This is an optimization exercise on Yosys and OpenROAD, whose aim is a short achievable clock period and few clock cycles, not a production implementation. The RTL was checked by simulation tests, not by an equivalence proof against the original design. Power is estimated from default activity; no workload was simulated.

$ cat design/flow/config.mk
export PLATFORM = sky130hd
export DESIGN_NAME = riscv_pipeline
export DESIGN_NICKNAME = riscv_pipeline
export VERILOG_FILES = /design/flow/design.v
export SDC_FILE = /design/flow/constraint.sdc
export NUM_CORES = 4
export LEC_CHECK = 0
export ABC_CLOCK_PERIOD_IN_PS = 2000
export CAP_MARGIN = 20
export CORE_MARGIN = 2
export CORE_UTILIZATION = 50
export PLACE_DENSITY = 0.7
export SETUP_SLACK_MARGIN = 4.5
export SLEW_MARGIN = 20
export TNS_END_PERCENT = 5
$ cat design/flow/constraint.sdc
create_clock -name core_clock -period 7.0 [get_ports {clk}]
set_input_delay 1.4000 -clock core_clock [delete_from_list [all_inputs] [get_ports {clk}]]
set_output_delay 1.4000 -clock core_clock [all_outputs]
set_load 0.01 [all_outputs]
$ cat design/flow/design.v
package riscv_isa_pkg;
    typedef logic [6:0] opcode_t;
    typedef logic [2:0] funct3_t;
    localparam opcode_t OPC_OP     = 7'b011_0011;
    localparam opcode_t OPC_OP_IMM = 7'b001_0011;
    localparam opcode_t OPC_LUI    = 7'b011_0111;
    localparam opcode_t OPC_LOAD   = 7'b000_0011;
    localparam opcode_t OPC_STORE  = 7'b010_0011;
    localparam opcode_t OPC_BRANCH = 7'b110_0011;
    localparam opcode_t OPC_JAL    = 7'b110_1111;
    localparam funct3_t F3_ADD_SUB = 3'b000;
    localparam funct3_t F3_SLT     = 3'b010;
    localparam funct3_t F3_XOR     = 3'b100;
    localparam funct3_t F3_OR      = 3'b110;
    localparam funct3_t F3_AND     = 3'b111;
    localparam funct3_t F3_BNE = 3'b001;
    typedef enum logic [2:0] {
        ALU_ADD    = 3'd0,
        ALU_SUB    = 3'd1,
        ALU_AND    = 3'd2,
        ALU_OR     = 3'd3,
        ALU_XOR    = 3'd4,
        ALU_SLT    = 3'd5,
        ALU_PASS_B = 3'd6
    } alu_op_t;
endpackage
package riscv_pipe_pkg;
    typedef logic [32-1:0] word_t;
    typedef logic [$clog2(32)-1:0] reg_idx_t;
    typedef logic [32-1:0] imm_t;
    typedef enum logic [1:0] {
        RES_ALU = 2'd0,
        RES_MEM = 2'd1,
        RES_PC4 = 2'd2
    } result_src_t;
    typedef enum logic [1:0] {
        FWD_NONE = 2'd0,
        FWD_WB   = 2'd1,
        FWD_MEM  = 2'd2
    } fwd_sel_t;
endpackage
`timescale 1ns/1ps
module ks_add32 (
    input  logic [31:0] a,
    input  logic [31:0] b,
    input  logic        cin,
    output logic [31:0] sum
);
    logic [31:0] p0, g [0:5], p [0:5];
    assign p0   = a ^ b;
    assign g[0] = (a & b) | {31'b0, p0[0] & cin};
    assign p[0] = {p0[31:1], 1'b0};
    genvar l, i;
    generate
        for (l = 0; l < 5; l++) begin : lvl
            for (i = 0; i < 32; i++) begin : bit_
                if (i >= (1 << l)) begin : comb
                    assign g[l+1][i] = g[l][i] | (p[l][i] & g[l][i-(1<<l)]);
                    assign p[l+1][i] = p[l][i] & p[l][i-(1<<l)];
                end else begin : pass
                    assign g[l+1][i] = g[l][i];
                    assign p[l+1][i] = p[l][i];
                end
            end
        end
    endgenerate
    assign sum = p0 ^ {g[5][30:0], cin};
endmodule
module exec (
    input  logic [31:0] rd1_e,
    input  logic [31:0] rd2_e,
    input  logic [31:0] opb_e,       
    input  logic        sub_e,
    input  logic [5:0]  sel_e,       
    output logic [31:0] alu_result_e,
    output logic [31:0] store_e,
    output logic        equal_e,
    output logic        is_io_e      
);
    logic [31:0] a, b, sum;
    logic        slt;
    assign a       = rd1_e;
    assign b       = opb_e;
    assign store_e = rd2_e;
    ks_add32 add_i (.a(a), .b(b), .cin(sub_e), .sum(sum));
    assign slt = (a[31] ^ b[31] ^ sub_e) ? a[31] : sum[31];
    assign alu_result_e = ({32{sel_e[0]}} & sum)
                        | {31'b0, sel_e[1] & slt}
                        | ({32{sel_e[2]}} & (a & b))
                        | ({32{sel_e[3]}} & (a | b))
                        | ({32{sel_e[4]}} & (a ^ b))
                        | ({32{sel_e[5]}} & b);
    assign equal_e = (rd1_e == rd2_e);
    logic [31:0] ox, oa;
    logic [8:0]  c;
    assign ox = a ^ b;
    assign oa = a & b;
    always_comb begin
        c[0] = 1'b0;
        for (int k = 0; k < 8; k++) c[k+1] = oa[k] | (ox[k] & c[k]);
    end
    assign is_io_e = (~ox[31:8] == {oa[30:8], c[8]});
endmodule
`timescale 1ns/1ps
module riscv_pipeline (
    input  logic                  clk,
    input  logic                  rst,
    input  riscv_pipe_pkg::word_t instr,
    output riscv_pipe_pkg::word_t pc,
    input  riscv_pipe_pkg::word_t read_data,
    output logic                  data_we,
    output riscv_pipe_pkg::word_t data_addr,
    output riscv_pipe_pkg::word_t din,
    output riscv_pipe_pkg::word_t status,
    output riscv_pipe_pkg::word_t result_bytes
);
    localparam int BN = 8;              
    localparam int TB = 14;             
    logic [BN-1:0] btb_valid, btb_pt, btb_back;
    logic [TB-1:0] btb_tag [BN];
    logic [31:0]   btb_tgt [BN];
    logic [1:0]    btb_ctr [BN];
    logic [3:0]    btb_cnt [BN];
    logic [3:0]    btb_trip [BN];
    logic [31:0] pc_f, pc_next, instr_d, pc_d, btb_tgt_d;
    logic        valid_d_r, valid_d, took_d, kill;
    logic        is_op, is_opi, is_lui, is_load, is_store, is_branch, is_jal;
    logic        btb_ok, pred_d, need_d;
    logic [31:0] raw1_d, raw2_d;
    logic        back_e, bne_e, pred_e, tgt_bad_e;
    logic        valid_e_r, reg_write_e_r, mem_write_e_r, load_e_r, branch_e_r, jal_e_r;
    logic        valid_e, reg_write_e, mem_write_e, load_e, branch_e, jal_e;
    logic        sub_e;
    logic [5:0]  sel_e;
    logic [31:0] rd1_e, rd2_e, opb_e, pc_e, alt_e, target_e;
    logic [4:0]  rd_e;
    logic        reg_write_m, mem_write_m, load_m;
    logic [31:0] alu_result_m, store_m, alu_result_m_n, store_m_n;
    assign alu_result_m = ~alu_result_m_n;
    assign store_m      = ~store_m_n;
    logic [4:0]  rd_m;
    logic        upd_v, upd_taken, upd_inval, upd_jal, upd_back;
    logic [31:0] upd_pc, upd_target;
    logic [31:0] regs [1:31];
    logic [BN-1:0] match_f;
    logic          took_f, hit_f;
    logic [31:0]   tgt_f, pc4_f;
    always_comb begin
        tgt_f = '0;
        for (int k = 0; k < BN; k++) begin
            match_f[k] = btb_valid[k] && btb_tag[k] == pc_f[TB+1:2];
            tgt_f      = tgt_f | ({32{match_f[k]}} & btb_tgt[k]);
        end
    end
    assign hit_f  = |match_f;
    logic [12:0] imm_b;
    logic [20:0] imm_j;
    logic [13:0] lo_b;
    logic [21:0] lo_j;
    logic [18:0] hi_b;
    logic [10:0] hi_j;
    logic [31:0] target_f;
    assign imm_b = {instr[31], instr[7], instr[30:25], instr[11:8], 1'b0};
    assign imm_j = {instr[31], instr[19:12], instr[20], instr[30:21], 1'b0};
    assign lo_b  = {1'b0, pc_f[12:0]} + {1'b0, imm_b};
    assign lo_j  = {1'b0, pc_f[20:0]} + {1'b0, imm_j};
    logic [18:0] inc_b, dec_b;
    logic [10:0] inc_j, dec_j;
    always_comb begin
        for (int k = 0; k < 19; k++) begin
            inc_b[k] = pc_f[13+k] ^ ((pc_f[31:13] | ~(19'h7FFFF >> (19 - k))) == 19'h7FFFF);
            dec_b[k] = pc_f[13+k] ^ ((pc_f[31:13] & (19'h7FFFF >> (19 - k))) == 19'h0);
        end
        for (int k = 0; k < 11; k++) begin
            inc_j[k] = pc_f[21+k] ^ ((pc_f[31:21] | ~(11'h7FF >> (11 - k))) == 11'h7FF);
            dec_j[k] = pc_f[21+k] ^ ((pc_f[31:21] & (11'h7FF >> (11 - k))) == 11'h0);
        end
    end
    assign hi_b  = (lo_b[13] == imm_b[12]) ? pc_f[31:13] : lo_b[13] ? inc_b : dec_b;
    assign hi_j  = (lo_j[21] == imm_j[20]) ? pc_f[31:21] : lo_j[21] ? inc_j : dec_j;
    assign target_f = instr[3] ? {hi_j, lo_j[20:0]} : {hi_b, lo_b[12:0]};
    logic [6:0]  opc_f;
    logic [4:0]  rs1_f, rs2_f;
    logic        op_f, opi_f, lui_f, load_f, store_f, branch_f, jal_f, ok_f, pred_f;
    logic [31:0] raw1_f, raw2_f;
    assign opc_f    = instr[6:0];
    assign rs1_f    = instr[19:15];
    assign rs2_f    = instr[24:20];
    assign op_f     = (opc_f == riscv_isa_pkg::OPC_OP);
    assign opi_f    = (opc_f == riscv_isa_pkg::OPC_OP_IMM);
    assign lui_f    = (opc_f == riscv_isa_pkg::OPC_LUI);
    assign load_f   = (opc_f == riscv_isa_pkg::OPC_LOAD);
    assign store_f  = (opc_f == riscv_isa_pkg::OPC_STORE);
    assign branch_f = (opc_f == riscv_isa_pkg::OPC_BRANCH);
    assign jal_f    = (opc_f == riscv_isa_pkg::OPC_JAL);
    assign ok_f   = hit_f & (branch_f | jal_f);
    assign pred_f = jal_f | (branch_f & (ok_f ? took_f : instr[31]));
    assign raw1_f = (rs1_f == 5'd0) ? 32'd0 :
                    (reg_write_m && rd_m == rs1_f) ? result_m : regs[rs1_f];
    assign raw2_f = (rs2_f == 5'd0) ? 32'd0 :
                    (reg_write_m && rd_m == rs2_f) ? result_m : regs[rs2_f];
    assign took_f = |(match_f & btb_pt);
    assign pc4_f  = {pc_f[31:2] + 30'd1, pc_f[1:0]};
    logic [4:0]  rs1_d, rs2_d, rd_d;
    logic        use1, use2, stall, d_redir, fa_d, fb_d;
    logic [31:0] imm_i, imm_s, imm_u, pc4_d, target_d;
    logic [31:0] rd1_d, rd2_d, result_m, read_data_m, opb_d;
    logic        sub_d;
    logic [5:0]  sel_d;
    logic [2:0]  f3;
    logic        mispredict, taken_e, equal_e, is_io_e;
    logic [31:0] alu_result_e, store_e;
    assign f3    = instr_d[14:12];
    assign rs1_d = instr_d[19:15];
    assign rs2_d = instr_d[24:20];
    assign rd_d  = instr_d[11:7];
    assign use1 = is_op | is_opi | is_load | is_store | is_branch;
    assign use2 = is_op | is_store | is_branch;
    assign imm_i = {{20{instr_d[31]}}, instr_d[31:20]};
    assign imm_s = {{20{instr_d[31]}}, instr_d[31:25], instr_d[11:7]};
    assign imm_u = {instr_d[31:12], 12'b0};
    assign fa_d = reg_write_e & (rd_e == rs1_d);
    assign fb_d = reg_write_e & (rd_e == rs2_d);
    assign stall = valid_d & ((load_e & (rd_e != 5'd0) &
                               ((use1 && rd_e == rs1_d) || (use2 && rd_e == rs2_d))) |
                              (is_op & sub_d & fb_d));
    assign d_redir = valid_d & !stall & need_d;
    assign result_m = load_m ? read_data_m : alu_result_m;
    always_ff @(posedge clk) begin
        if (reg_write_m && rd_m != 5'd0) begin
            regs[rd_m] <= result_m;
        end
    end
    assign rd1_d = (reg_write_m && rd_m == rs1_d) ? result_m : raw1_d;
    assign rd2_d = (reg_write_m && rd_m == rs2_d) ? result_m : raw2_d;
    always_comb begin
        sel_d = 6'b000001;
        sub_d = 1'b0;
        if (is_op | is_opi) begin
            case (f3)
                riscv_isa_pkg::F3_ADD_SUB: begin sel_d = 6'b000001; sub_d = is_op & instr_d[30]; end
                riscv_isa_pkg::F3_SLT:     begin sel_d = 6'b000010; sub_d = 1'b1; end
                riscv_isa_pkg::F3_XOR:     sel_d = 6'b010000;
                riscv_isa_pkg::F3_OR:      sel_d = 6'b001000;
                riscv_isa_pkg::F3_AND:     sel_d = 6'b000100;
                default:                   sel_d = 6'b000001;
            endcase
        end else if (is_lui | is_jal) begin
            sel_d = 6'b100000;
        end
    end
    always_comb begin
        if (is_op | is_branch)  opb_d = rd2_d;
        else if (is_lui)        opb_d = imm_u;
        else if (is_jal)        opb_d = pc4_d;
        else if (is_store)      opb_d = imm_s;
        else                    opb_d = imm_i;
    end
    exec exec_i (
        .rd1_e        (rd1_e),
        .rd2_e        (rd2_e),
        .opb_e        (opb_e),
        .sub_e        (sub_e),
        .sel_e        (sel_e),
        .alu_result_e (alu_result_e),
        .store_e      (store_e),
        .equal_e      (equal_e),
        .is_io_e      (is_io_e)
    );
    always_ff @(posedge clk) begin
        if (rst) begin
            data_we <= 1'b0;
        end else begin
            data_we <= mem_write_e & !is_io_e;
        end
        data_addr <= alu_result_e;
        din       <= store_e;
    end
    assign taken_e    = jal_e | (branch_e & (equal_e ^ bne_e));
    logic mis_eq, mis_ne;
    logic [31:0] pc_next_eq, pc_next_ne;
    assign mis_eq     = valid_e & (tgt_bad_e | (branch_e & !(bne_e ^ pred_e)));
    assign mis_ne     = valid_e & (tgt_bad_e | (branch_e & (bne_e ^ pred_e)));
    assign mispredict = equal_e ? mis_eq : mis_ne;
    logic is_io, hit_status, hit_result;
    assign hit_status = is_io & (alu_result_m[7:0] == 8'h00);
    assign hit_result = is_io & (alu_result_m[7:0] == 8'h04);
    assign read_data_m = !is_io    ? read_data :
                         hit_status ? status :
                         hit_result ? result_bytes : 32'd0;
    always_ff @(posedge clk) begin
        if (rst) begin
            status       <= '0;
            result_bytes <= '0;
        end else if (mem_write_m) begin
            if (hit_status) status <= store_m;
            if (hit_result) result_bytes <= store_m;
        end
    end
    logic [31:0] pc_norm, pc_redir;
    always_comb begin
        if (rst) begin
            pc_norm = 32'h0000_0000;
        end else if (stall) begin
            pc_norm = pc_f;
        end else if (d_redir) begin
            pc_norm = pred_d ? target_d : pc4_d;
        end else if (took_f) begin
            pc_norm = tgt_f;
        end else begin
            pc_norm = pc4_f;
        end
    end
    assign pc_redir   = tgt_bad_e ? pc_e : alt_e;
    assign pc_next_eq = (mis_eq & !rst) ? pc_redir : pc_norm;
    assign pc_next_ne = (mis_ne & !rst) ? pc_redir : pc_norm;
    assign pc_next    = equal_e ? pc_next_eq : pc_next_ne;
    logic [31:0] pc_f_n;
    always_ff @(posedge clk) begin
        pc   <= pc_next;
        pc_f_n <= ~pc_next;
    end
    assign pc_f = ~pc_f_n;
    always_ff @(posedge clk) begin
        if (rst) begin
            valid_d_r <= 1'b0;
            kill      <= 1'b0;
        end else begin
            if (!stall) valid_d_r <= !d_redir;
            kill <= mispredict;
        end
    end
    always_ff @(posedge clk) begin
        if (!stall) begin
            instr_d   <= instr;
            pc_d      <= pc_f;
            pc4_d     <= pc4_f;
            target_d  <= target_f;
            took_d    <= took_f;
            btb_tgt_d <= tgt_f;
            is_op     <= op_f;
            is_opi    <= opi_f;
            is_lui    <= lui_f;
            is_load   <= load_f;
            is_store  <= store_f;
            is_branch <= branch_f;
            is_jal    <= jal_f;
            btb_ok    <= ok_f;
            pred_d    <= pred_f;
            need_d    <= (pred_f != took_f) | (took_f & !ok_f);
            raw1_d    <= raw1_f;
            raw2_d    <= raw2_f;
        end else begin
            raw1_d    <= rd1_d;
            raw2_d    <= rd2_d;
        end
    end
    logic go_e;
    assign go_e        = valid_d & !stall;
    assign valid_d     = valid_d_r & !kill;
    assign valid_e     = valid_e_r & !kill;
    assign reg_write_e = reg_write_e_r & !kill;
    assign mem_write_e = mem_write_e_r & !kill;
    assign load_e      = load_e_r & !kill;
    assign branch_e    = branch_e_r & !kill;
    assign jal_e       = jal_e_r & !kill;
    always_ff @(posedge clk) begin
        if (rst) begin
            valid_e_r   <= 1'b0;
            reg_write_e_r <= 1'b0;
            mem_write_e_r <= 1'b0;
            load_e_r    <= 1'b0;
            branch_e_r  <= 1'b0;
            jal_e_r     <= 1'b0;
        end else begin
            valid_e_r   <= go_e;
            reg_write_e_r <= go_e & (is_op | is_opi | is_lui | is_load | is_jal) & (rd_d != 5'd0);
            mem_write_e_r <= go_e & is_store;
            load_e_r    <= go_e & is_load;
            branch_e_r  <= go_e & is_branch;
            jal_e_r     <= go_e & is_jal;
        end
    end
    always_ff @(posedge clk) begin
        bne_e     <= (f3 == riscv_isa_pkg::F3_BNE);
        back_e    <= is_branch & instr_d[31];
        pred_e    <= pred_d;
        tgt_bad_e <= took_d & btb_ok & (btb_tgt_d != target_d);
        alt_e     <= pred_d ? pc4_d : target_d;
        target_e  <= target_d;
        pc_e      <= pc_d;
        rd_e      <= rd_d;
        rd1_e     <= fa_d ? alu_result_e : rd1_d;
        rd2_e     <= fb_d ? alu_result_e : rd2_d;
        opb_e     <= (fb_d & (is_op | is_branch)) ? alu_result_e : (opb_d ^ {32{sub_d}});
        sub_e     <= sub_d;
        sel_e     <= sel_d;
    end
    always_ff @(posedge clk) begin
        if (rst) begin
            reg_write_m <= 1'b0;
            mem_write_m <= 1'b0;
            load_m      <= 1'b0;
            upd_v       <= 1'b0;
        end else begin
            reg_write_m <= reg_write_e;
            mem_write_m <= mem_write_e;
            load_m      <= load_e;
            upd_v       <= branch_e | jal_e;
        end
    end
    always_ff @(posedge clk) begin
        alu_result_m_n <= ~alu_result_e;
        is_io        <= is_io_e;
        store_m_n    <= ~store_e;
        rd_m         <= rd_e;
        upd_pc       <= pc_e;
        upd_taken    <= taken_e;
        upd_inval    <= tgt_bad_e;
        upd_jal      <= jal_e;
        upd_back     <= back_e;
        upd_target   <= target_e;
    end
    logic [BN-1:0] e_match, upd_match, upd_sel, rr, wr;
    logic          e_hit, upd_hit, upd_write;
    logic [1:0]    e_ctr, upd_ctr, new_ctr;
    logic [3:0]    e_cnt, e_trip, upd_cnt, upd_trip, new_cnt, new_trip;
    always_comb begin
        e_ctr  = '0;
        e_cnt  = '0;
        e_trip = '0;
        for (int k = 0; k < BN; k++) begin
            e_match[k] = btb_valid[k] && btb_tag[k] == pc_e[TB+1:2];
            e_ctr  = e_ctr  | ({2{e_match[k]}} & btb_ctr[k]);
            e_cnt  = e_cnt  | ({4{e_match[k]}} & btb_cnt[k]);
            e_trip = e_trip | ({4{e_match[k]}} & btb_trip[k]);
        end
    end
    assign e_hit = |e_match;
    always_ff @(posedge clk) begin
        upd_hit   <= e_hit;
        upd_match <= e_match;
        upd_ctr   <= e_ctr;
        upd_cnt   <= e_cnt;
        upd_trip  <= e_trip;
    end
    assign upd_write = upd_v && !upd_inval && (upd_hit || upd_taken || upd_back);
    assign upd_sel   = upd_hit ? upd_match : rr;
    assign wr        = upd_write ? upd_sel : '0;
    always_comb begin
        if (upd_hit) begin
            new_ctr  = upd_taken ? ((upd_ctr == 2'b11) ? 2'b11 : upd_ctr + 2'b01)
                                 : ((upd_ctr == 2'b00) ? 2'b00 : upd_ctr - 2'b01);
            new_cnt  = upd_taken ? ((upd_cnt == 4'hF) ? 4'hF : upd_cnt + 4'h1) : 4'h0;
            new_trip = upd_taken ? upd_trip : upd_cnt;
        end else begin
            new_ctr  = upd_taken ? (upd_jal ? 2'b11 : 2'b10) : 2'b01;
            new_cnt  = upd_taken ? 4'h1 : 4'h0;
            new_trip = upd_taken ? 4'hF : 4'h0;
        end
    end
    always_ff @(posedge clk) begin
        if (rst) begin
            btb_valid <= '0;
            rr        <= {{(BN-1){1'b0}}, 1'b1};
        end else begin
            if (upd_v && upd_inval) begin
                btb_valid <= btb_valid & ~upd_match;
            end else begin
                btb_valid <= btb_valid | wr;
            end
            if (upd_write && !upd_hit) begin
                rr <= {rr[BN-2:0], rr[BN-1]};
            end
        end
    end
    always_ff @(posedge clk) begin
        for (int k = 0; k < BN; k++) begin
            if (wr[k]) begin
                btb_tag[k]  <= upd_pc[TB+1:2];
                btb_tgt[k]  <= upd_target;
                btb_back[k] <= upd_back;
                btb_ctr[k]  <= new_ctr;
                btb_cnt[k]  <= new_cnt;
                btb_trip[k] <= new_trip;
                btb_pt[k]   <= new_ctr[1] && !(upd_back && new_trip != 4'hF && new_cnt == new_trip);
            end
        end
    end
endmodule
$ cat design/flow/run.sh
#!/bin/bash
# synth_recipe.tcl (not shown) runs the flow's synth.tcl, then flattens the netlist and writes it again
# the make line also repeats each setting of config.mk as NAME=value (left out here)
make -C /OpenROAD-flow-scripts/flow DESIGN_CONFIG=/design/flow/config.mk WORK_HOME=/design/flow/orfs CLKGATE_MAP_FILE= SYNTH_SCRIPT=/design/flow/synth_recipe.tcl finish
==> impl_metrics.json, run 1 <==
{
  "drive_gt1_share_pct": 30.61,
  "initial_core_util_pct": 50.39,
  "slew_headroom_pct": 11.54,
  "dr.pass1.iters": 8,
  "clockRootBuffer": "clkbuf_16",
  "p_per_area_nw_per_um2": 263.8,
  "place_congestion": 1.005,
  "totalNegativeSetupSlack_ns": 0,
  "cp.required_ns": 7.76,
  "cts.htree.levels": 4,
  "synth_seq_cells": 2240,
  "finalSetupViolCount": 0,
  "synth_ff_type": "edfxtp_1",
  "finalHoldViolCount": 0,
  "synth_seq_area_share_pct": 61.90,
  "critPathBufInv": 7,
  "synth_edf_count": 1609,
  "wirelength_mm": 358.6,
  "end_kind": "flip-flop",
  "grt_pass1_wl_mm": 492.3,
  "grt-ovfl-total": 0,
  "fin_crit_sh_pct": 47.17,
  "cts_sinks": 2240,
  "worstMarginPinSlew_ns": 1.313,
  "routedWlPerCell_um": 35.67,
  "die-area_um2": 200500,
  "grt_max_degree": 134,
  "fin_nets": 7413,
  "rr_worst_depth": 16,
  "synth_area_per_cell_um2": 15.01,
  "synthCells": 6560,
  "clk_pin_slew_ns": 0.06,
  "yosysWarnings": 10,
  "cap_violations": 0,
  "path_depth": 16,
  "cts_hold_buf": 0,
  "start_kind": "flip-flop",
  "cts_buffer_depth": 3,
  "setup.worst_path.class": "flip-flop to flip-flop",
  "arrival_ns": 4.06,
  "drv_slew": 0,
  "setup_slack_ns": 3.698,
  "antenna_found_initial": 13,
  "crit_family": "simple AND/OR/NAND/NOR gates",
  "fin_hold_ws_ns": 0.3123,
  "detail_route.vias_per_cell": 6.838,
  "drtAntennaViolNets": 0,
  "worstPathMaxFanout": 8,
  "die_h_um": 447.8,
  "grt_pass1_vias": 66220,
  "clock_latency_ns": 0.92,
  "p_leak_uw": 0.04265,
  "cp_cell_sequence": "buf_12, buf_6, xor2_1, nand4_1, nor4_2, buf_6, buf_4, buf_6, a22oi_2, nand2_1, nor2_4, buf_12, buf_12, o31ai_1, a22oi_1, o21a_1",
  "finClkSkew_ns": 0.08987,
  "rows": 162,
  "yosysUniqueCellTypes": 93,
  "synth_area_um2": 98460,
  "cts_tree": "done",
  "dp_hpwl_mm": 197.4,
  "status": "finished clean",
  "rsz0062_at_grt": "true",
  "syn2layout_area_growth_pct": 23.57,
  "period_needed_ns": 3.302,
  "syn_nets": 6744,
  "core_um2": 195400,
  "whs_path_depth": 0,
  "fmax_mhz": 302.9,
  "async_flop_share_pct": 0,
  "fp.dieW_um": 447.8,
  "slowest_stage": "nand4_1",
  "hold_class": "flip-flop to flip-flop",
  "ir_drop_uv": 299.4,
  "grt_use_total_pct": 34.89,
  "drc": 0,
  "cpPeakStageDelay_ns": 0.42,
  "pin_count": 227,
  "dp_slack_ns": 2.075,
  "cts-buffers-inserted": 220,
  "vias": 68750,
  "port-buffer-count": 226,
  "drtIter0Drc": 10540
}
flip-flops by register name, summed over array words and instances (netlist names), 32 cells and up:
signal          cells
pc_f_n             32
btb_tag           112
pc                 32
rd1_e              32
target_d           32
btb_cnt            32
opb_e              32
alu_result_m_n     32
target_e           32
status             32
result_bytes       32
btb_tgt           256
btb_tgt_d          32
regs              992
btb_trip           32
din                32
data_addr          32
raw1_d             32
store_m_n          32
upd_target         32
rd2_e              32
alt_e              32
raw2_d             32
per-layer routing:
metal  GRT usage (%)  routed length, µm
met1           45.08             123600
met4           22.84              28270
met2           51.35             157700
met5               0                 63
met3           10.32              48990
report_power, final:
group / switching [µW] / internal [µW]
Sequential: 447 / 15200
Clock: 5350 / 6650
Combinational: 2710 / 1710
Total: 8510 / 23600
final timing paths:
| check | start | end | slack, ns |
|---|---|---|---|
| hold / removal | target_e[25] | upd_target[25] | 0.31 |
| setup reg to reg | pc_f_n[3] | pc[1] | 3.70 |
| setup / recovery | pc_f_n[3] | pc[1] | 3.70 |
| hold reg to reg | target_e[25] | upd_target[25] | 0.31 |
kinds of logic (layout without fill, tap and decap cells):
group | after synthesis | after routing | synth area share [%]
AO/OA/AOI/OAI | 1106 | 1110 | 7.474
XOR/XNOR | 404 | 404 | 3.594
buffers and inverters | 640 | 1490 | 2.545
AND/OR/NAND/NOR | 1037 | 1041 | 5.064
multiplexers | 1014 | 1019 | 17.72
adder cells (fa/ha/maj) | 119 | 119 | 1.708
other | 0 | 7 | 0
flip-flops | 2240 | 2240 | 61.90
stage by stage:
stage | utilization, % | instance area, µm² | total power (µW) | cells
floorplan | - | 98780 | 17660 | 6560
global placement | 53.49 | 104500 | 19230 | 9141
detailed placement | 53.49 | 104500 | 19310 | 9142
CTS | 61.59 | 120300 | 31800 | 9976
global route | 62.26 | 121700 | 32770 | 10050
finish | 62.27 | 121700 | 32100 | 10050
cell usage in the layout (no fill, tap or decap), types with 48 or more instances in the layout:
cell type	synthesis	layout
a211oi_1	84	72
a21oi_1	252	197
a22oi_1	196	175
buf_12	0	78
buf_16	0	52
buf_4	13	390
buf_6	1	63
clkbuf_1	289	57
clkbuf_16	0	236
dfxtp_1	631	542
dfxtp_2	0	48
dlygate4sd2_1	0	162
edfxtp_1	1609	1609
ha_1	92	51
inv_1	207	184
mux2_2	69	67
mux2i_1	368	298
mux4_2	576	576
nand2_1	269	257
nand3_1	85	70
nand4_1	139	139
nor2_1	340	297
o21ai_0	176	138
o22ai_1	97	85
xnor2_1	252	242
xor2_1	152	126
cell usage after synthesis (all sizes together) (11+ instances only):
cell type	instances	area [µm²]
edfxtp	1609	48320
dfxtp	631	12630
mux4	576	12970
mux2i	368	3684
nor2	341	1282
clkbuf	289	1085
nand2	269	1010
a21oi	252	1261
xnor2	252	2207
inv	210	788.3
a22oi	196	1471
o21ai	184	920.9
xor2	152	1331
nand4	140	882.1
buf	138	621.8
o22ai	97	606.8
ha	92	1151
nand3	86	435.4
a211oi	85	643.1
mux2	70	788.3
nor4	54	417.9
nor3	47	256.5
a221oi	42	367.9
a22o	34	297.8
a31oi	30	193.9
o211ai	27	202.7
fa	26	520.5
a21o	24	180.2
or2	17	106.4
a221o	15	150.1
and3	15	93.84
and2	12	75.08
o21a	12	90.09
nor2b	11	68.82
area by class of cell:
cell class                      count  area, µm²
Inverter                          213      880.8
Clock inverter                    111       1151
Timing Repair inverter              7      78.83
Fill cell                       13840      73730
Tap cell                         2624       3283
Antenna cell                        7      17.52
Sequential cell                  2240      61160
Timing Repair Buffer              854       9879
Clock buffer                      305       6161
Multi-Input combinational cell   3693      39060
what timing repair did:
action / 4_1_cts / 5_1_grt
resized for setup: 1074 / 129
cloned: 69 / 14
pin swaps: 245 / 81
setup buffers: 349 / 56
hold endpoints to repair: 0 / 0
setup endpoints to repair: 2487 / 1665
Testbench counts, summed over its fixed seeds: cycles 70,339.
==> run 2, diff against run 1 <==
--- a/design/flow/config.mk
+++ b/design/flow/config.mk
@@ -12,4 +12,4 @@
 export PLACE_DENSITY = 0.7
-export SETUP_SLACK_MARGIN = 4.5
+export SETUP_SLACK_MARGIN = 4.0
 export SLEW_MARGIN = 20
-export TNS_END_PERCENT = 5
+export TNS_END_PERCENT = 10
==> impl_metrics.json, run 2 <==
{
  "status": "finished clean",
  "cts-buffers-inserted": 222,
  "ir_drop_uv": 288.0,
  "cts_hold_buf": 0,
  "fin_hold_ws_ns": 0.2902,
  "cpPeakStageDelay_ns": 0.96,
  "async_flop_share_pct": 0,
  "fin_util_pct": 60.45,
  "cp.required_ns": 7.49,
  "wirelength_mm": 345.7,
  "synth_seq_cells": 2240,
  "finalHoldViolCount": 0,
  "cts.htree.levels": 4,
  "grt_use_total_pct": 33.12,
  "synth_edf_count": 1609,
  "hold_class": "flip-flop to flip-flop",
  "synth_area_per_cell_um2": 15.01,
  "grt-ovfl-total": 0,
  "p_per_area_nw_per_um2": 274.7,
  "p_leak_uw": 0.04103,
  "reg_top3": "regs x992, btb_tgt x256, btb_tag x112",
  "finalSetupViolCount": 0,
  "synth_top_area_share_pct": 49.07,
  "clock_latency_ns": 0.92,
  "regArea_um2": 61130,
  "yosysUniqueCellTypes": 93,
  "synth_ff_type": "edfxtp_1",
  "drtAntennaViolNets": 0,
  "slew_headroom_pct": 21.21,
  "antenna_found_initial": 13,
  "synth_seq_area_share_pct": 61.90,
  "critPathBufInv": 1,
  "netlist_top_cells_count": "1609 x edfxtp_1, 631 x dfxtp_1, 576 x mux4_2",
  "drv_slew": 0,
  "syn2layout_area_growth_pct": 19.96,
  "dp_hpwl_mm": 197.7,
  "drive_gt1_share_pct": 26.81,
  "routedWlPerCell_um": 35.11,
  "fin_area_um2": 118100,
  "pin_count": 227,
  "initial_core_util_pct": 50.39,
  "rsz0062_at_grt": "true",
  "vias": 66810,
  "port-buffer-count": 226,
  "finClkSkew_ns": 0.08690,
  "dp_slack_ns": 1.895,
  "yosysMostFrequentCell": "edfxtp_1",
  "grt_max_degree": 127,
  "hp-start": "pc_d[18]",
  "multi_input_area_um2": 38000,
  "synth_area_um2": 98460,
  "crit_family": "simple AND/OR/NAND/NOR gates",
  "layout_commonest_cell": "edfxtp_1",
  "die_h_um": 447.8,
  "post_dp_cell_area_um2": 104400,
  "cts_sinks": 2240,
  "drtIter0Drc": 10220,
  "fin_crit_sh_pct": 46.69,
  "grt_pass1_wl_mm": 470.3,
  "rows": 162,
  "arrival_ns": 3.76,
  "syn_nets": 6744,
  "mostFrequentLayoutCells": "1609 x edfxtp_1, 576 x mux4_2, 557 x dfxtp_1, 310 x mux2i_1, 301 x nor2_1",
  "grt_pass1_vias": 63990,
  "drc": 0,
  "startpoint": "reg_write_m",
  "dr.pass1.iters": 8,
  "setup.worst_path.class": "flip-flop to flip-flop",
  "clockRootBuffer": "clkbuf_16",
  "yosysTopAreaCell": "edfxtp_1",
  "setup_slack_ns": 3.732,
  "cts_tree": "done",
  "synthCells": 6560,
  "worstMarginPinSlew_ns": 1.178,
  "end_kind": "flip-flop",
  "regMostFlops": "regs",
  "cts_buffer_depth": 3,
  "core_um2": 195400,
  "synth_area_leaders": "edfxtp_1 49%, mux4_2 13%, dfxtp_1 13%",
  "largest_reg_flops": 992,
  "worstPathMaxFanout": 19,
  "period_needed_ns": 3.268,
  "cap_violations": 0,
  "clk_pin_slew_ns": 0.07,
  "slowest_stage": "nor2_4",
  "nFillCells": 14220,
  "fmax_mhz": 306.0,
  "die-area_um2": 200500,
  "fp.dieW_um": 447.8,
  "fin_nets": 7199,
  "detail_route.vias_per_cell": 6.786,
  "cp_cell_sequence": "nand3_1, nor2_4, buf_4",
  "rr_startpoint": "reg_write_m",
  "yosysWarnings": 10,
  "place_congestion": 0.9656,
  "start_kind": "flip-flop",
  "totalNegativeSetupSlack_ns": 0
}
## run 2: changes by cell type in the layout (fill, tap and decap cells not counted), sizes merged, moves of 7 or more
cell           previous run  this run
bufinv                   12        27
clkinv                   78        71
buf                     612       395
bufbuf                   22        14
dlygate4sd2             162        63
dlymetal6s2s              0        30
clkdlybuf4s50            43       113
## run 2: kinds of logic (layout without fill, tap and decap cells)
family | Yosys count | in the layout | share of synthesized area (%)
AOI/OAI and AO/OA | 1106 | 1108 | 7.474
xor gates and xnor gates | 404 | 404 | 3.594
adders and majority gates | 119 | 119 | 1.708
buffers and inverters | 640 | 1273 | 2.545
DFF | 2240 | 2240 | 61.90
muxes | 1014 | 1024 | 17.72
other | 0 | 12 | 0
and+or+nand+nor | 1037 | 1041 | 5.064
## run 2: layout make-up
class | count | area share, %
multi-input combinational | 3696 | 32.17
clock buffer | 299 | 5.221
tap | 2624 | 2.780
inverter | 213 | 0.7404
antenna | 12 | 0.02542
timing repair buffer | 639 | 5.970
clock inverter | 119 | 1.321
timing repair inverter | 3 | 0.02436
sequential | 2240 | 51.75
## run 2: what timing repair did
action / 4_1_cts / 5_1_grt
pin swaps: 81 / 61
setup endpoints to repair: 1345 / 887
gates cloned: 32 / 21
resized for setup: 628 / 142
setup buffers: 154 / 74
## run 2: stage by stage
step                instances  total power (µW)
finish                   9845             32450
global route             9838             33200
CTS                      9738             32220
detailed placement       9134             19310
global placement         9130             19240
floorplan                6560             17650
## run 2: power breakdown
group	switching [µW]	internal, µW	leakage, µW
registers	489	15200	0.0201
clock network	5370	7210	0.00371
logic	2590	1550	0.0172
total	8450	24000	0.0410
## run 2: final timing paths
kind                                      to  slack [ns]  cells past startpoint
worst max register to register  regs[24][21]        3.73                      3
worst max-delay path            regs[24][21]        3.73                      3
worst min-delay path                pc_e[18]        0.29                      0
worst min register to register      pc_e[18]        0.29                      0
## run 2: per-layer routing
layer,up-vias,share of wire [%],GRT usage [%]
met1,34050,36,44.01
li1,26740,-,-
met5,-,0.053,0
met3,930,14,10.52
met2,5075,44,48.54
met4,14,6.3,17.96
==> run 3, diff against run 2 <==
==> design/flow/config.mk (replaced) <==
export PLATFORM = sky130hd
export DESIGN_NAME = riscv_pipeline
export DESIGN_NICKNAME = riscv_pipeline
export VERILOG_FILES = /design/flow/design.v
export SDC_FILE = /design/flow/constraint.sdc
export NUM_CORES = 4
export LEC_CHECK = 0
export ABC_CLOCK_PERIOD_IN_PS = 1500
export CAP_MARGIN = 20
export CORE_MARGIN = 2
export CORE_UTILIZATION = 45
export PLACE_DENSITY = 0.65
export SETUP_SLACK_MARGIN = 4.5
export SLEW_MARGIN = 20
export TNS_END_PERCENT = 5
==> impl_metrics.json, run 3 <==
{
  "status": "finished clean",
  "rsz0062_at_grt": "true",
  "syn_nets": 6744,
  "grt_max_degree": 74,
  "fp.dieW_um": 471.8,
  "cts.htree.levels": 4,
  "detail_route.vias_per_cell": 6.650,
  "cts_buffer_depth": 3,
  "dp_slack_ns": 2.177,
  "grt_pass1_vias": 66060,
  "synth_ff_type": "edfxtp_1",
  "synth_seq_area_share_pct": 61.90,
  "cts-buffers-inserted": 225,
  "mostFrequentLayoutCells": "1609 x edfxtp_1, 576 x mux4_2, 542 x dfxtp_1, 425 x buf_4, 285 x nor2_1",
  "synth_edf_count": 1609,
  "core_um2": 217400,
  "slew_headroom_pct": 17.58,
  "hold_class": "flip-flop to flip-flop",
  "p_per_area_nw_per_um2": 265.3,
  "totalNegativeSetupSlack_ns": 0,
  "end_kind": "flip-flop",
  "drive_gt1_share_pct": 32.86,
  "place_inst": 9390,
  "synth_area_um2": 98460,
  "die_h_um": 471.8,
  "finalSetupViolCount": 0,
  "ir_drop_uv": 240.6,
  "drtIter0Drc": 10410,
  "power_frac_comb_pct": 13.9,
  "rows": 171,
  "fin_nets": 7522,
  "routedWlPerCell_um": 35.70,
  "antenna_found_initial": 20,
  "yosysMostFrequentCell": "edfxtp_1",
  "cts_hold_buf": 0,
  "synth_area_leaders": "edfxtp_1 49%, mux4_2 13%, dfxtp_1 13%",
  "p_leak_uw": 0.04359,
  "worstMarginPinSlew_ns": 1.223,
  "regMostFlops": "regs",
  "cap_violations": 0,
  "async_flop_share_pct": 0,
  "pin_count": 227,
  "synthCells": 6560,
  "initial_core_util_pct": 45.30,
  "clock_latency_ns": 0.91,
  "switchingPower_uw": 8609,
  "finalHoldViolCount": 0,
  "place_congestion": 0.9750,
  "clkPwrFrac_pct": 38.6,
  "arrival_ns": 3.89,
  "swShare_pct": 26.07,
  "fin_crit_sh_pct": 45.07,
  "yosysWarnings": 10,
  "clk_pin_slew_ns": 0.07,
  "clockRootBuffer": "clkbuf_16",
  "yosysUniqueCellTypes": 93,
  "cts_sinks": 2240,
  "p_total_uw": 33020,
  "worstPathMaxFanout": 5,
  "drv_slew": 0,
  "synth_top_area_share_pct": 49.07,
  "cts_tree": "done",
  "grt_use_total_pct": 32.36,
  "synth_area_per_cell_um2": 15.01,
  "fin_hold_ws_ns": 0.2985,
  "p_int_uw": 24410,
  "start_kind": "flip-flop",
  "setup_slack_ns": 3.845,
  "dp_hpwl_mm": 203.3,
  "wirelength_mm": 371.2,
  "setup.worst_path.class": "flip-flop to flip-flop",
  "grt_pass1_wl_mm": 508.1,
  "fmax_mhz": 317.0,
  "drtAntennaViolNets": 0,
  "port-buffer-count": 226,
  "netlist_top_cells_count": "1609 x edfxtp_1, 631 x dfxtp_1, 576 x mux4_2",
  "synth_seq_cells": 2240,
  "die-area_um2": 222600,
  "finClkSkew_ns": 0.08619,
  "largest_reg_flops": 992,
  "cp.required_ns": 7.73,
  "layout_commonest_cell": "edfxtp_1",
  "grt-ovfl-total": 0,
  "vias": 69150,
  "syn2layout_area_growth_pct": 26.40,
  "fin_cells": 10400,
  "drc": 0,
  "reg_top3": "regs x992, btb_tgt x256, btb_tag x112",
  "dr.pass1.iters": 7,
  "period_needed_ns": 3.155,
  "yosysTopAreaCell": "edfxtp_1",
  "seqPwrFrac_pct": 47.5
}
-- run 3: final timing paths --
kind              start        to  slack [ns]  depth (start not counted)
min reg2reg    pc_d[31]  pc_e[31]        0.30                          0
max          pc_f_n[15]    pc[30]        3.85                         15
max reg2reg  pc_f_n[15]    pc[30]        3.85                         15
min            pc_d[31]  pc_e[31]        0.30                          0
-- run 3: cells by family (layout without fill, tap and decap cells) --
| kind of cell | Yosys count | count (layout) | share of synthesized area [%] |
|---|---|---|---|
| AOI/OAI and AO/OA | 1106 | 1110 | 7.474 |
| other | 0 | 5 | 0 |
| xor gates and xnor gates | 404 | 404 | 3.594 |
| adders and majority gates | 119 | 119 | 1.708 |
| DFF | 2240 | 2240 | 61.90 |
| buffers and inverters | 640 | 1605 | 2.545 |
| muxes | 1014 | 1019 | 17.72 |
| and+or+nand+nor | 1037 | 1042 | 5.064 |
-- run 3: layout make-up --
class | instances | area [µm²]
fill | 16400 | 92920
timing repair inverter | 3 | 33.78
antenna | 5 | 12.51
tap | 2854 | 3571
sequential | 2240 | 61160
inverter | 213 | 902.1
clock buffer | 309 | 6386
multi-input combinational | 3694 | 39330
clock inverter | 119 | 1465
timing repair buffer | 961 | 11590
-- run 3: metal layers --
metal / global-route usage (%) / wire, µm / up-vias
met1: 43.04 / 134800 / 35410
met4: 16.80 / 23850 / 22
li1: - / - / 27390
met3: 9.354 / 49400 / 1059
met5: 0 / 142 / -
met2: 48.36 / 163100 / 5272
-- run 3: power groups by stage --
stage | Combinational, µW | Clock [µW] | Sequential [µW]
3_3_place_gp | 3390 | 0 | 15900
2_1_floorplan | 1900 | 0 | 15800
5_1_grt | 4740 | 13300 | 15700
4_1_cts | 4180 | 12800 | 15700
3_5_place_dp | 3450 | 0 | 15900
6_report | 4580 | 12700 | 15700
-- run 3: stage by stage --
stage,utilization [%],area [µm²]
after detailed placement,48.29,105000
after global routing,57.25,124400
after floorplan,-,98780
after global placement,48.28,105000
after CTS,56.31,122400
final,57.25,124500
-- run 3: critical path: stages, from the launching register on --
cell and delay [ns]:
dfxtp_4 0.39, buf_8 0.16, buf_6 0.12, xor2_1 0.15, nand4_1 0.15, nor4_4 0.06
buf_4 0.16, buf_4 0.14, a22oi_1 0.22, nand2_1 0.13, nor2_2 0.18, buf_8 0.17
buf_6 0.16, nor2_1 0.05, o31a_1 0.26, a211oi_1 0.42
-- run 3: repair_timing --
action | CTS | global route
setup buffers | 378 | 96
gates cloned | 87 | 14
endpoints found under the setup margin | 2727 | 2265
resized for setup | 1105 | 249
pin swaps | 210 | 94
==> run 4, diff against run 3 <==
--- a/design/flow/config.mk
+++ b/design/flow/config.mk
@@ -7,3 +7,3 @@
 export LEC_CHECK = 0
-export ABC_CLOCK_PERIOD_IN_PS = 1500
+export ABC_CLOCK_PERIOD_IN_PS = 1200
 export CAP_MARGIN = 20
==> impl_metrics.json, run 4 <==
{
  "rrSetupSlack_ns": 3.85,
  "clockRootBuffer": "clkbuf_16",
  "antenna_found_initial": 20,
  "clkPwrFrac_pct": 38.6,
  "cap_violations": 0,
  "layout_commonest_cell": "edfxtp_1",
  "syn2layout_area_growth_pct": 26.40,
  "p_per_area_nw_per_um2": 265.3,
  "cp.required_ns": 7.73,
  "core_um2": 217400,
  "power_frac_comb_pct": 13.9,
  "rsz0062_at_grt": "true",
  "period_needed_ns": 3.155,
  "largest_reg_flops": 992,
  "worstPathMaxFanout": 5,
  "grt_max_degree": 74,
  "initial_core_util_pct": 45.30,
  "fin_nets": 7522,
  "dp_hpwl_mm": 203.3,
  "yosysTopAreaCell": "edfxtp_1",
  "vias": 69150,
  "routedWlPerCell_um": 35.70,
  "regMostFlops": "regs",
  "die_h_um": 471.8,
  "netlist_top_cells_count": "1609 x edfxtp_1, 631 x dfxtp_1, 576 x mux4_2",
  "drive_gt1_share_pct": 32.86,
  "synth_seq_area_share_pct": 61.90,
  "swShare_pct": 26.07,
  "status": "finished clean",
  "cp_cell_sequence": "buf_8, buf_6, xor2_1, nand4_1, nor4_4, buf_4, buf_4, a22oi_1, nand2_1, nor2_2, buf_8, buf_6, nor2_1, o31a_1, a211oi_1",
  "finalHoldViolCount": 0,
  "cts_sinks": 2240,
  "grt_use_total_pct": 32.36,
  "switchingPower_uw": 8609,
  "synth_ff_type": "edfxtp_1",
  "yosysUniqueCellTypes": 93,
  "grt_pass1_vias": 66060,
  "die-area_um2": 222600,
  "drtIter0Drc": 10410,
  "drv_slew": 0,
  "arrival_ns": 3.89,
  "synth_seq_cells": 2240,
  "detail_route.vias_per_cell": 6.650,
  "finClkSkew_ns": 0.08619,
  "critPathBufInv": 6,
  "ir_drop_uv": 240.6,
  "worstMarginPinSlew_ns": 1.223,
  "whs_path_depth": 0,
  "place_congestion": 0.9750,
  "fin_area_um2": 124500,
  "path_depth": 15,
  "synth_area_leaders": "edfxtp_1 49%, mux4_2 13%, dfxtp_1 13%",
  "finalSetupViolCount": 0,
  "yosysWarnings": 10,
  "rr_worst_depth": 15,
  "synthCells": 6560,
  "crit_family": "buffers and inverters",
  "p_leak_uw": 0.04359,
  "cts_tree": "done",
  "yosysMostFrequentCell": "edfxtp_1",
  "fp.dieW_um": 471.8,
  "cts_buffer_depth": 3,
  "fin_crit_sh_pct": 45.07,
  "drtAntennaViolNets": 0,
  "pin_count": 227,
  "start_kind": "flip-flop",
  "totalNegativeSetupSlack_ns": 0,
  "rows": 171,
  "reg_top3": "regs x992, btb_tgt x256, btb_tag x112",
  "cts.htree.levels": 4,
  "syn_nets": 6744,
  "slew_headroom_pct": 17.58,
  "drc": 0,
  "setup.worst_path.class": "flip-flop to flip-flop",
  "port-buffer-count": 226,
  "hold_class": "flip-flop to flip-flop",
  "slowest_stage": "a211oi_1",
  "mostFrequentLayoutCells": "1609 x edfxtp_1, 576 x mux4_2, 542 x dfxtp_1, 425 x buf_4, 285 x nor2_1",
  "fmax_mhz": 317.0,
  "seqPwrFrac_pct": 47.5,
  "cpPeakStageDelay_ns": 0.42,
  "clock_latency_ns": 0.91,
  "grt-ovfl-total": 0,
  "end_kind": "flip-flop",
  "synth_area_per_cell_um2": 15.01,
  "dr.pass1.iters": 7,
  "synth_top_area_share_pct": 49.07,
  "nFillCells": 16400,
  "grt_pass1_wl_mm": 508.1,
  "synth_area_um2": 98460,
  "post_dp_cell_area_um2": 105000,
  "p_int_uw": 24410,
  "clk_pin_slew_ns": 0.07,
  "synth_edf_count": 1609,
  "async_flop_share_pct": 0,
  "cts-buffers-inserted": 225,
  "wirelength_mm": 371.2
}
run 4: cell counts in the layout (fill, tap and decap cells not counted):
Identical to the previous run, type by type.
run 4: what timing repair did:
| action | in CTS | in global routing |
|---|---|---|
| cloned | 87 | 14 |
| setup buffers | 378 | 96 |
| hold buffers | 0 | 0 |
| endpoints found under the setup margin | 2727 | 2265 |
| resized for setup | 1105 | 249 |
| pin swaps | 210 | 94 |
run 4: per-layer routing:
| layer | global-route usage, % | part of all wire, % | up-vias |
|---|---|---|---|
| li1 | - | - | 27390 |
| met5 | 0 | 0.038 | - |
| met3 | 9.354 | 13 | 1059 |
| met2 | 48.36 | 44 | 5272 |
| met1 | 43.04 | 36 | 35410 |
| met4 | 16.80 | 6.4 | 22 |
run 4: worst paths after layout:
check | startpoint | end
worst max-delay path | pc_f_n[15] | pc[30]
worst min-delay path | pc_d[31] | pc_e[31]
worst max register to register | pc_f_n[15] | pc[30]
worst min register to register | pc_d[31] | pc_e[31]
run 4: area by class of cell:
| class | instances | area [µm²] | area share (%) |
|---|---|---|---|
| Multi-Input combinational cell | 3694 | 39330 | 31.60 |
| Inverter | 213 | 902.1 | 0.7248 |
| Tap cell | 2854 | 3571 | 2.869 |
| Clock buffer | 309 | 6386 | 5.131 |
| Timing Repair inverter | 3 | 33.78 | 0.02714 |
| Clock inverter | 119 | 1465 | 1.177 |
| Timing Repair Buffer | 961 | 11590 | 9.311 |
| Sequential cell | 2240 | 61160 | 49.14 |
| Antenna cell | 5 | 12.51 | 0.01005 |
run 4: metrics by stage:
step / power, µW / utilization [%] / cells / hold slack [ns] / worst slack, ns
finish: 33020 / 57.25 / 10400 / 0.2985 / 3.845
global route: 33780 / 57.25 / 10400 / 0.3127 / 3.785
detailed placement: 19370 / 48.29 / 9390 / 0.3121 / 2.177
global placement: 19310 / 48.28 / 9390 / 0.3112 / 2.174
floorplan: 17660 / - / 6560 / 0.3096 / 3.349
CTS: 32650 / 56.31 / 10280 / 0.3030 / 3.795
run 4: cells by family (layout without fill, tap and decap cells):
kind of cell	after synthesis	in the layout	share of synthesized area [%]
AOI/OAI and AO/OA	1106	1110	7.474
xor gates and xnor gates	404	404	3.594
adders and majority gates	119	119	1.708
buffers and inverters	640	1605	2.545
DFF	2240	2240	61.90
muxes	1014	1019	17.72
other	0	5	0
and+or+nand+nor	1037	1042	5.064
run 4: power groups by stage:
stage,clock (µW),combinational (µW),sequential [µW]
3_3_place_gp,0,3390,15900
6_report,12700,4580,15700
2_1_floorplan,0,1900,15800
4_1_cts,12800,4180,15700
5_1_grt,13300,4740,15700
3_5_place_dp,0,3450,15900
==> run 5, diff against run 4 <==
--- a/design/flow/config.mk
+++ b/design/flow/config.mk
@@ -7,3 +7,3 @@
 export LEC_CHECK = 0
-export ABC_CLOCK_PERIOD_IN_PS = 1200
+export ABC_CLOCK_PERIOD_IN_PS = 1500
 export CAP_MARGIN = 20
@@ -14,2 +14,2 @@
 export SLEW_MARGIN = 20
-export TNS_END_PERCENT = 5
+export TNS_END_PERCENT = 10
==> impl_metrics.json, run 5 <==
{
  "status": "finished clean",
  "drc": 0,
  "cpPeakStageDelay_ns": 0.37,
  "clock_latency_ns": 0.92,
  "critPathBufInv": 8,
  "worstPathMaxFanout": 5,
  "place_congestion": 0.9335,
  "p_per_area_nw_per_um2": 263.9,
  "finalHoldViolCount": 0,
  "worstMarginPinSlew_ns": 1.164,
  "synth_top_area_share_pct": 49.07,
  "netlist_top_cells_count": "1609 x edfxtp_1, 631 x dfxtp_1, 576 x mux4_2",
  "drv_slew": 0,
  "routedWlPerCell_um": 35.99,
  "synth_seq_area_share_pct": 61.90,
  "hold_class": "flip-flop to flip-flop",
  "regMostFlops": "regs",
  "critPathMostFrequentCell": "buf_12",
  "fin_crit_sh_pct": 44.74,
  "grt-ovfl-total": 0,
  "p_total_uw": 33310,
  "arrival_ns": 3.89,
  "cts.htree.levels": 4,
  "mostFrequentLayoutCells": "1609 x edfxtp_1, 576 x mux4_2, 504 x dfxtp_1, 461 x buf_4, 291 x mux2i_1",
  "slowest_stage": "dfxtp_4",
  "synth_seq_cells": 2240,
  "fin_cells": 10490,
  "dr.pass1.iters": 9,
  "grt_use_total_pct": 33.09,
  "die_h_um": 471.8,
  "detail_route.vias_per_cell": 6.660,
  "dp_hpwl_mm": 200.1,
  "period_needed_ns": 3.132,
  "synth_area_leaders": "edfxtp_1 49%, mux4_2 13%, dfxtp_1 13%",
  "cts_buffer_depth": 3,
  "antenna_found_initial": 25,
  "crit_family": "buffers and inverters",
  "rows": 171,
  "yosysMostFrequentCell": "edfxtp_1",
  "setup_slack_ns": 3.868,
  "cp_cell_sequence": "buf_12, buf_12, buf_12, xor2_2, nand4_1, nor4_4, buf_6, a22oi_2, nand2_2, nor2_4, buf_12, inv_16, buf_12, buf_6, mux2i_2, o21ai_2, o21a_1",
  "fmax_mhz": 319.3,
  "fp.dieW_um": 471.8,
  "totalNegativeSetupSlack_ns": 0,
  "setup.worst_path.class": "flip-flop to flip-flop",
  "slew_headroom_pct": 21.77,
  "largest_reg_flops": 992,
  "grt_pass1_wl_mm": 517.7,
  "nFillCells": 16100,
  "yosysTopAreaCell": "edfxtp_1",
  "port-buffer-count": 226,
  "place_inst": 9368,
  "die-area_um2": 222600,
  "initial_core_util_pct": 45.30,
  "grt_pass1_vias": 66860,
  "grt_max_degree": 66,
  "synth_area_per_cell_um2": 15.01,
  "cts_sinks": 2240,
  "pin_count": 227,
  "end_kind": "flip-flop",
  "clockRootBuffer": "clkbuf_16",
  "syn2layout_area_growth_pct": 28.18,
  "cts_tree": "done",
  "cap_violations": 0,
  "async_flop_share_pct": 0,
  "drtAntennaViolNets": 0,
  "finClkSkew_ns": 0.06090,
  "layout_commonest_cell": "edfxtp_1",
  "cts_hold_buf": 0,
  "synth_ff_type": "edfxtp_1",
  "core_um2": 217400,
  "rsz0062_at_grt": "true",
  "wirelength_mm": 377.5,
  "ir_drop_uv": 294.7,
  "drive_gt1_share_pct": 35.21,
  "clk_pin_slew_ns": 0.06,
  "reg_top3": "regs x992, btb_tgt x256, btb_tag x112",
  "syn_nets": 6744,
  "synth_area_um2": 98460,
  "cts-buffers-inserted": 225,
  "p_leak_uw": 0.04437,
  "cp.required_ns": 7.76,
  "vias": 69880,
  "synth_edf_count": 1609,
  "synthCells": 6560,
  "start_kind": "flip-flop",
  "yosysWarnings": 10,
  "dp_slack_ns": 2.068,
  "fin_nets": 7609,
  "yosysUniqueCellTypes": 93,
  "finalSetupViolCount": 0,
  "drtIter0Drc": 10800
}
-- run 5: cell counts after synthesis --
No cell type changed its count.
-- run 5: power by group --
part,switching (µW),internal (µW)
clock network,5380,7340
logic,2850,2000
registers,506,15200
-- run 5: layer usage --
layer / vias to the layer above / routed length [µm] / global-route usage (%)
met5: - / 273 / 0.6057
met4: 14 / 25260 / 17.80
met3: 1166 / 52440 / 10.38
met2: 5389 / 164800 / 49.24
met1: 35700 / 134800 / 43.31
li1: 27610 / - / -
-- run 5: area by class of cell --
type                            count  area [µm²]  area share [%]
Multi-Input combinational cell   3697       39660           31.42
Timing Repair Buffer             1045       12880           10.20
Sequential cell                  2240       61270           48.55
Clock buffer                      313        6528           5.172
Timing Repair inverter              3       33.78         0.02677
Clock inverter                    117        1333           1.056
Inverter                          213       917.1          0.7266
Antenna cell                        9       22.52         0.01784
Tap cell                         2854        3571           2.829
-- run 5: kinds of logic (layout without fill, tap and decap cells) --
family	Yosys count	in the layout	synth area share, %
AOI/OAI and AO/OA	1106	1110	7.474
xor gates and xnor gates	404	404	3.594
adders and majority gates	119	119	1.708
buffers and inverters	640	1691	2.545
DFF	2240	2240	61.90
muxes	1014	1023	17.72
other	0	9	0
and+or+nand+nor	1037	1041	5.064
-- run 5: final timing paths --
check	start	to	slack, ns	cells past startpoint
max	pc_f_n[2]	pc[4]	3.87	17
min	pc_d[18]	pc_e[18]	0.31	0
max reg2reg	pc_f_n[2]	pc[4]	3.87	17
min reg2reg	pc_d[18]	pc_e[18]	0.31	0
-- run 5: metrics by stage --
| stage | utilization [%] | instance area, µm² | hold WS, ns |
|---|---|---|---|
| 6_report | 58.06 | 126200 | 0.3059 |
| 5_1_grt | 58.05 | 126200 | 0.3159 |
| 3_3_place_gp | 48.26 | 104900 | 0.3104 |
| 4_1_cts | 57.12 | 124200 | 0.3010 |
| 2_1_floorplan | - | 99600 | 0.3096 |
| 3_5_place_dp | 48.27 | 104900 | 0.3121 |
-- run 5: timing repair --
action | 4_1_cts | 5_1_grt
gates cloned | 119 | 4
endpoints found under the setup margin | 3022 | 1886
pin swaps | 281 | 153
gates resized for setup | 1312 | 436
buffers inserted | 438 | 122
==> run 6, diff against run 5 <==
--- a/design/flow/design.v
+++ b/design/flow/design.v
@@ -201,2 +201,26 @@
                     (reg_write_m && rd_m == rs2_f) ? result_m : regs[rs2_f];
+    logic [5:0]  sel_f;
+    logic        sub_f;
+    logic [31:0] immx_f;
+    always_comb begin
+        sel_f = 6'b000001;
+        sub_f = 1'b0;
+        if (op_f | opi_f) begin
+            case (instr[14:12])
+                riscv_isa_pkg::F3_ADD_SUB: begin sel_f = 6'b000001; sub_f = op_f & instr[30]; end
+                riscv_isa_pkg::F3_SLT:     begin sel_f = 6'b000010; sub_f = 1'b1; end
+                riscv_isa_pkg::F3_XOR:     sel_f = 6'b010000;
+                riscv_isa_pkg::F3_OR:      sel_f = 6'b001000;
+                riscv_isa_pkg::F3_AND:     sel_f = 6'b000100;
+                default:                   sel_f = 6'b000001;
+            endcase
+        end else if (lui_f | jal_f) begin
+            sel_f = 6'b100000;
+        end
+        if (lui_f)        immx_f = {instr[31:12], 12'b0};
+        else if (jal_f)   immx_f = pc4_f;
+        else if (store_f) immx_f = {{20{instr[31]}}, instr[31:25], instr[11:7]};
+        else              immx_f = {{20{instr[31]}}, instr[31:20]};
+        immx_f = immx_f ^ {32{sub_f}};
+    end
     assign took_f = |(match_f & btb_pt);
@@ -205,5 +229,5 @@
     logic        use1, use2, stall, d_redir, fa_d, fb_d;
-    logic [31:0] imm_i, imm_s, imm_u, pc4_d, target_d;
-    logic [31:0] rd1_d, rd2_d, result_m, read_data_m, opb_d;
-    logic        sub_d;
+    logic [31:0] pc4_d, target_d, immx_d;
+    logic [31:0] rd1_d, rd2_d, result_m, read_data_m;
+    logic        sub_d, rs2b_d;
     logic [5:0]  sel_d;
@@ -218,5 +242,2 @@
     assign use2 = is_op | is_store | is_branch;
-    assign imm_i = {{20{instr_d[31]}}, instr_d[31:20]};
-    assign imm_s = {{20{instr_d[31]}}, instr_d[31:25], instr_d[11:7]};
-    assign imm_u = {instr_d[31:12], 12'b0};
     assign fa_d = reg_write_e & (rd_e == rs1_d);
@@ -235,25 +256,2 @@
     assign rd2_d = (reg_write_m && rd_m == rs2_d) ? result_m : raw2_d;
-    always_comb begin
-        sel_d = 6'b000001;
-        sub_d = 1'b0;
-        if (is_op | is_opi) begin
-            case (f3)
-                riscv_isa_pkg::F3_ADD_SUB: begin sel_d = 6'b000001; sub_d = is_op & instr_d[30]; end
-                riscv_isa_pkg::F3_SLT:     begin sel_d = 6'b000010; sub_d = 1'b1; end
-                riscv_isa_pkg::F3_XOR:     sel_d = 6'b010000;
-                riscv_isa_pkg::F3_OR:      sel_d = 6'b001000;
-                riscv_isa_pkg::F3_AND:     sel_d = 6'b000100;
-                default:                   sel_d = 6'b000001;
-            endcase
-        end else if (is_lui | is_jal) begin
-            sel_d = 6'b100000;
-        end
-    end
-    always_comb begin
-        if (is_op | is_branch)  opb_d = rd2_d;
-        else if (is_lui)        opb_d = imm_u;
-        else if (is_jal)        opb_d = pc4_d;
-        else if (is_store)      opb_d = imm_s;
-        else                    opb_d = imm_i;
-    end
     exec exec_i (
@@ -341,2 +339,6 @@
             is_op     <= op_f;
+            sel_d     <= sel_f;
+            sub_d     <= sub_f;
+            immx_d    <= immx_f;
+            rs2b_d    <= op_f | branch_f;
             is_opi    <= opi_f;
@@ -394,3 +396,3 @@
         rd2_e     <= fb_d ? alu_result_e : rd2_d;
-        opb_e     <= (fb_d & (is_op | is_branch)) ? alu_result_e : (opb_d ^ {32{sub_d}});
+        opb_e     <= (fb_d & rs2b_d) ? alu_result_e : rs2b_d ? (rd2_d ^ {32{sub_d}}) : immx_d;
         sub_e     <= sub_d;
--- a/design/flow/config.mk
+++ b/design/flow/config.mk
@@ -7,9 +7,8 @@
 export LEC_CHECK = 0
-export ABC_CLOCK_PERIOD_IN_PS = 1500
+export ABC_CLOCK_PERIOD_IN_PS = 2000
 export CAP_MARGIN = 20
 export CORE_MARGIN = 2
-export CORE_UTILIZATION = 45
-export PLACE_DENSITY = 0.65
+export CORE_UTILIZATION = 40
 export SETUP_SLACK_MARGIN = 4.5
 export SLEW_MARGIN = 20
-export TNS_END_PERCENT = 10
+export TNS_END_PERCENT = 5
==> impl_metrics.json, run 6 <==
{
  "status": "finished clean",
  "die-area_um2": 254400,
  "synth_area_um2": 100200,
  "place_congestion": 0.9376,
  "syn2layout_area_growth_pct": 24.07,
  "met1_length_mm": 138.3,
  "pin_count": 227,
  "drive_gt1_share_pct": 29.50,
  "fin_util_pct": 49.93,
  "cts_hold_buf": 0,
  "fmax_mhz": 295.6,
  "ir_drop_uv": 319.4,
  "grt_pass1_vias": 65410,
  "cts_buffer_depth": 3,
  "grt-ovfl-total": 0,
  "worstPathMaxFanout": 4,
  "syn_nets": 6877,
  "wirelength_mm": 366.7,
  "synth_top_area_share_pct": 49.26,
  "detail_route.vias_per_cell": 6.231,
  "cts.htree.levels": 4,
  "fin_crit_sh_pct": 48.32,
  "nFillCells": 20490,
  "p_per_area_nw_per_um2": 265.5,
  "cap_violations": 0,
  "synth_area_per_cell_um2": 14.97,
  "antenna_found_initial": 35,
  "p_leak_uw": 0.04313,
  "regMostFlops": "regs",
  "finalSetupViolCount": 0,
  "clk_pin_slew_ns": 0.06,
  "synth_seq_cells": 2274,
  "cts-buffers-inserted": 229,
  "netlist_top_cells_count": "1643 x edfxtp_1, 631 x dfxtp_1, 576 x mux4_2",
  "layout_commonest_cell": "edfxtp_1",
  "hold_class": "flip-flop to flip-flop",
  "rsz0062_at_grt": "true",
  "fin_area_um2": 124300,
  "dr.pass1.iters": 6,
  "routedWlPerCell_um": 33.85,
  "yosysUniqueCellTypes": 90,
  "drv_slew": 0,
  "die_h_um": 504.4,
  "grt_use_total_pct": 27.67,
  "grt_pass1_wl_mm": 503.2,
  "met3_length_mm": 34.34,
  "clock_latency_ns": 0.93,
  "reg_top3": "regs x992, btb_tgt x256, btb_tag x112",
  "synth_area_leaders": "edfxtp_1 49%, mux4_2 13%, dfxtp_1 13%",
  "start_kind": "flip-flop",
  "yosysWarnings": 10,
  "initial_core_util_pct": 40.25,
  "totalNegativeSetupSlack_ns": 0,
  "wl_met2_mm": 174.0,
  "drtAntennaViolNets": 0,
  "worstMarginPinSlew_ns": 1.265,
  "drc": 0,
  "rows": 183,
  "routed.top_layer": "met5",
  "vias": 67510,
  "grt_max_degree": 121,
  "fp.dieW_um": 504.4,
  "period_needed_ns": 3.383,
  "fin_nets": 7475,
  "async_flop_share_pct": 0,
  "finalHoldViolCount": 0,
  "yosysTopAreaCell": "edfxtp_1",
  "synth_seq_area_share_pct": 61.87,
  "drtIter0Drc": 9105,
  "cts_tree": "done",
  "p_total_uw": 33000,
  "cp.required_ns": 7.78,
  "synth_ff_type": "edfxtp_1",
  "synth_edf_count": 1643,
  "slew_headroom_pct": 15.69,
  "port-buffer-count": 226,
  "end_kind": "flip-flop",
  "fin_hold_ws_ns": 0.3074,
  "largest_reg_flops": 992,
  "cts_sinks": 2274,
  "mostFrequentLayoutCells": "1643 x edfxtp_1, 576 x mux4_2, 561 x dfxtp_1, 340 x buf_4, 317 x nor2_1",
  "setup.worst_path.class": "flip-flop to flip-flop",
  "post_dp_cell_area_um2": 107300,
  "synthCells": 6693,
  "dp_hpwl_mm": 211.4,
  "core_um2": 248900,
  "yosysMostFrequentCell": "edfxtp_1",
  "arrival_ns": 4.17,
  "finClkSkew_ns": 0.08402,
  "clockRootBuffer": "clkbuf_16"
}
run 6: cell count changes in the layout (fill, tap and decap cells not counted), sizes merged, moves of 23 or more:
cell | previous run | this run
clkdlybuf4s50 | 39 | 191
edfxtp | 1609 | 1643
o21ai | 186 | 148
a22oi | 196 | 115
dlygate4sd2 | 116 | 8
nand4 | 140 | 113
nand2 | 269 | 246
nand2b | 10 | 38
buf | 850 | 545
nor2 | 341 | 364
a22o | 36 | 63
xnor2 | 252 | 286
run 6: power by group:
group	switching [µW]	leakage, µW	internal [µW]	total (µW)
Sequential	470	0.0206	15400	15900
Clock	5550	0.00389	7430	13000
Combinational	2530	0.0187	1590	4120
run 6: layout make-up:
cell class,count,area (µm²),share of cell area [%]
Clock inverter,129,1630,1.312
Clock buffer,305,6426,5.171
Multi-Input combinational cell,3782,39690,31.93
Sequential cell,2274,62120,49.99
Timing Repair Buffer,793,9364,7.535
Inverter,211,855.8,0.6886
Antenna cell,10,25.02,0.02014
Tap cell,3330,4167,3.353
run 6: cells by family (layout without fill, tap and decap cells):
| family | after synthesis | after routing | share of synthesized area (%) |
|---|---|---|---|
| buffers and inverters | 650 | 1438 | 2.483 |
| multiplexers | 983 | 992 | 17.09 |
| adder cells (fa/ha/maj) | 120 | 120 | 1.689 |
| AND/OR/NAND/NOR | 1105 | 1108 | 5.316 |
| AO/OA/AOI/OAI | 1115 | 1116 | 7.635 |
| other | 0 | 10 | 0 |
| XOR/XNOR | 446 | 446 | 3.919 |
| flip-flops | 2274 | 2274 | 61.87 |
run 6: per-stage QoR:
| stage | instances | setup slack (ns) |
|---|---|---|
| 4_1_cts | 10750 | 3.671 |
| 3_3_place_gp | 9970 | 2.187 |
| 6_report | 10830 | 3.617 |
| 5_1_grt | 10830 | 3.607 |
| 3_5_place_dp | 9973 | 2.277 |
| 2_1_floorplan | 6693 | 3.410 |
run 6: final timing paths:
kind         cells after the start             to  startpoint  slack [ns]
max                             14  data_addr[28]       sub_e        3.62
min                              0       pc_e[10]    pc_d[10]        0.31
max reg2reg                     14  data_addr[28]       sub_e        3.62
min reg2reg                      0       pc_e[10]    pc_d[10]        0.31
run 6: worst max-delay path, cell delays in order (launching register included):
cell,delay [ns]
dfxtp_4,0.37
fa_2,0.25
inv_2,0.05
fa_2,0.37
nor2b_4,0.16
o211ai_1,0.11
a21o_1,0.23
a2111o_1,0.57
buf_4,0.19
a211oi_2,0.31
a2111oi_2,0.10
a211oi_2,0.23
buf_4,0.22
buf_12,0.12
inv_1,0.04
run 6: repair_timing:
item                                     CTS  global route
pin swaps                                225            27
endpoints found under the setup margin  2491          2209
cloned                                    52            23
resized for setup                        855            95
buffers inserted                         291            50
endpoints found under the hold margin      0             0
run 6: routing by layer:
layer	up-vias	global-route usage, %
li1	27530	-
met1	35120	36.40
met2	4016	44.45
met3	829	5.086
met4	18	13.00
met5	-	0
Testbench counts of run 6, summed over its fixed seeds: cycles 70,339.

[separate check: timing with driven ports]
No port has a modelled driver above. Below, the same layouts with a new extraction and two added sets of constraints. Step 1 sets driving cells, clkbuf_16 on the clock port and buf_2 on the other inputs (assumed; they add their load-dependent delay and slew). Step 2, shift: input delay + t, output delay - t, t = (earliest + latest rising clock arrival at the registers) / 2. This alone moves slack from input paths to output paths. Three values: ideal ports, drivers, drivers and shift; two values: the first two.
run | t (ns) | setup WS [ns] | hold slack, ns | latest minus earliest clock arrival (ns)
run 1 | 0.958 | 3.698 / 3.499 / 2.541 | 0.312 / 0.312 / 0.312 | 0.097 / 0.097
run 2 | 0.959 | 3.732 / 3.590 / 2.631 | 0.290 / 0.290 / 0.290 | 0.089 / 0.088
run 3 | 0.956 | 3.845 / 3.639 / 2.683 | 0.299 / 0.299 / 0.299 | 0.092 / 0.092
run 4 | 0.956 | 3.845 / 3.639 / 2.683 | 0.299 / 0.299 / 0.299 | 0.092 / 0.092
run 5 | 0.988 | 3.868 / 3.584 / 2.596 | 0.306 / 0.306 / 0.306 | 0.063 / 0.062
run 6 | 0.974 | 3.617 / 3.601 / 2.770 | 0.307 / 0.307 / 0.307 | 0.104 / 0.104
After both steps every run listed still meets setup and hold. For run 5, which loses most, drivers alone change the setup slack by -0.284 ns; drivers and shift together by -1.272 ns.
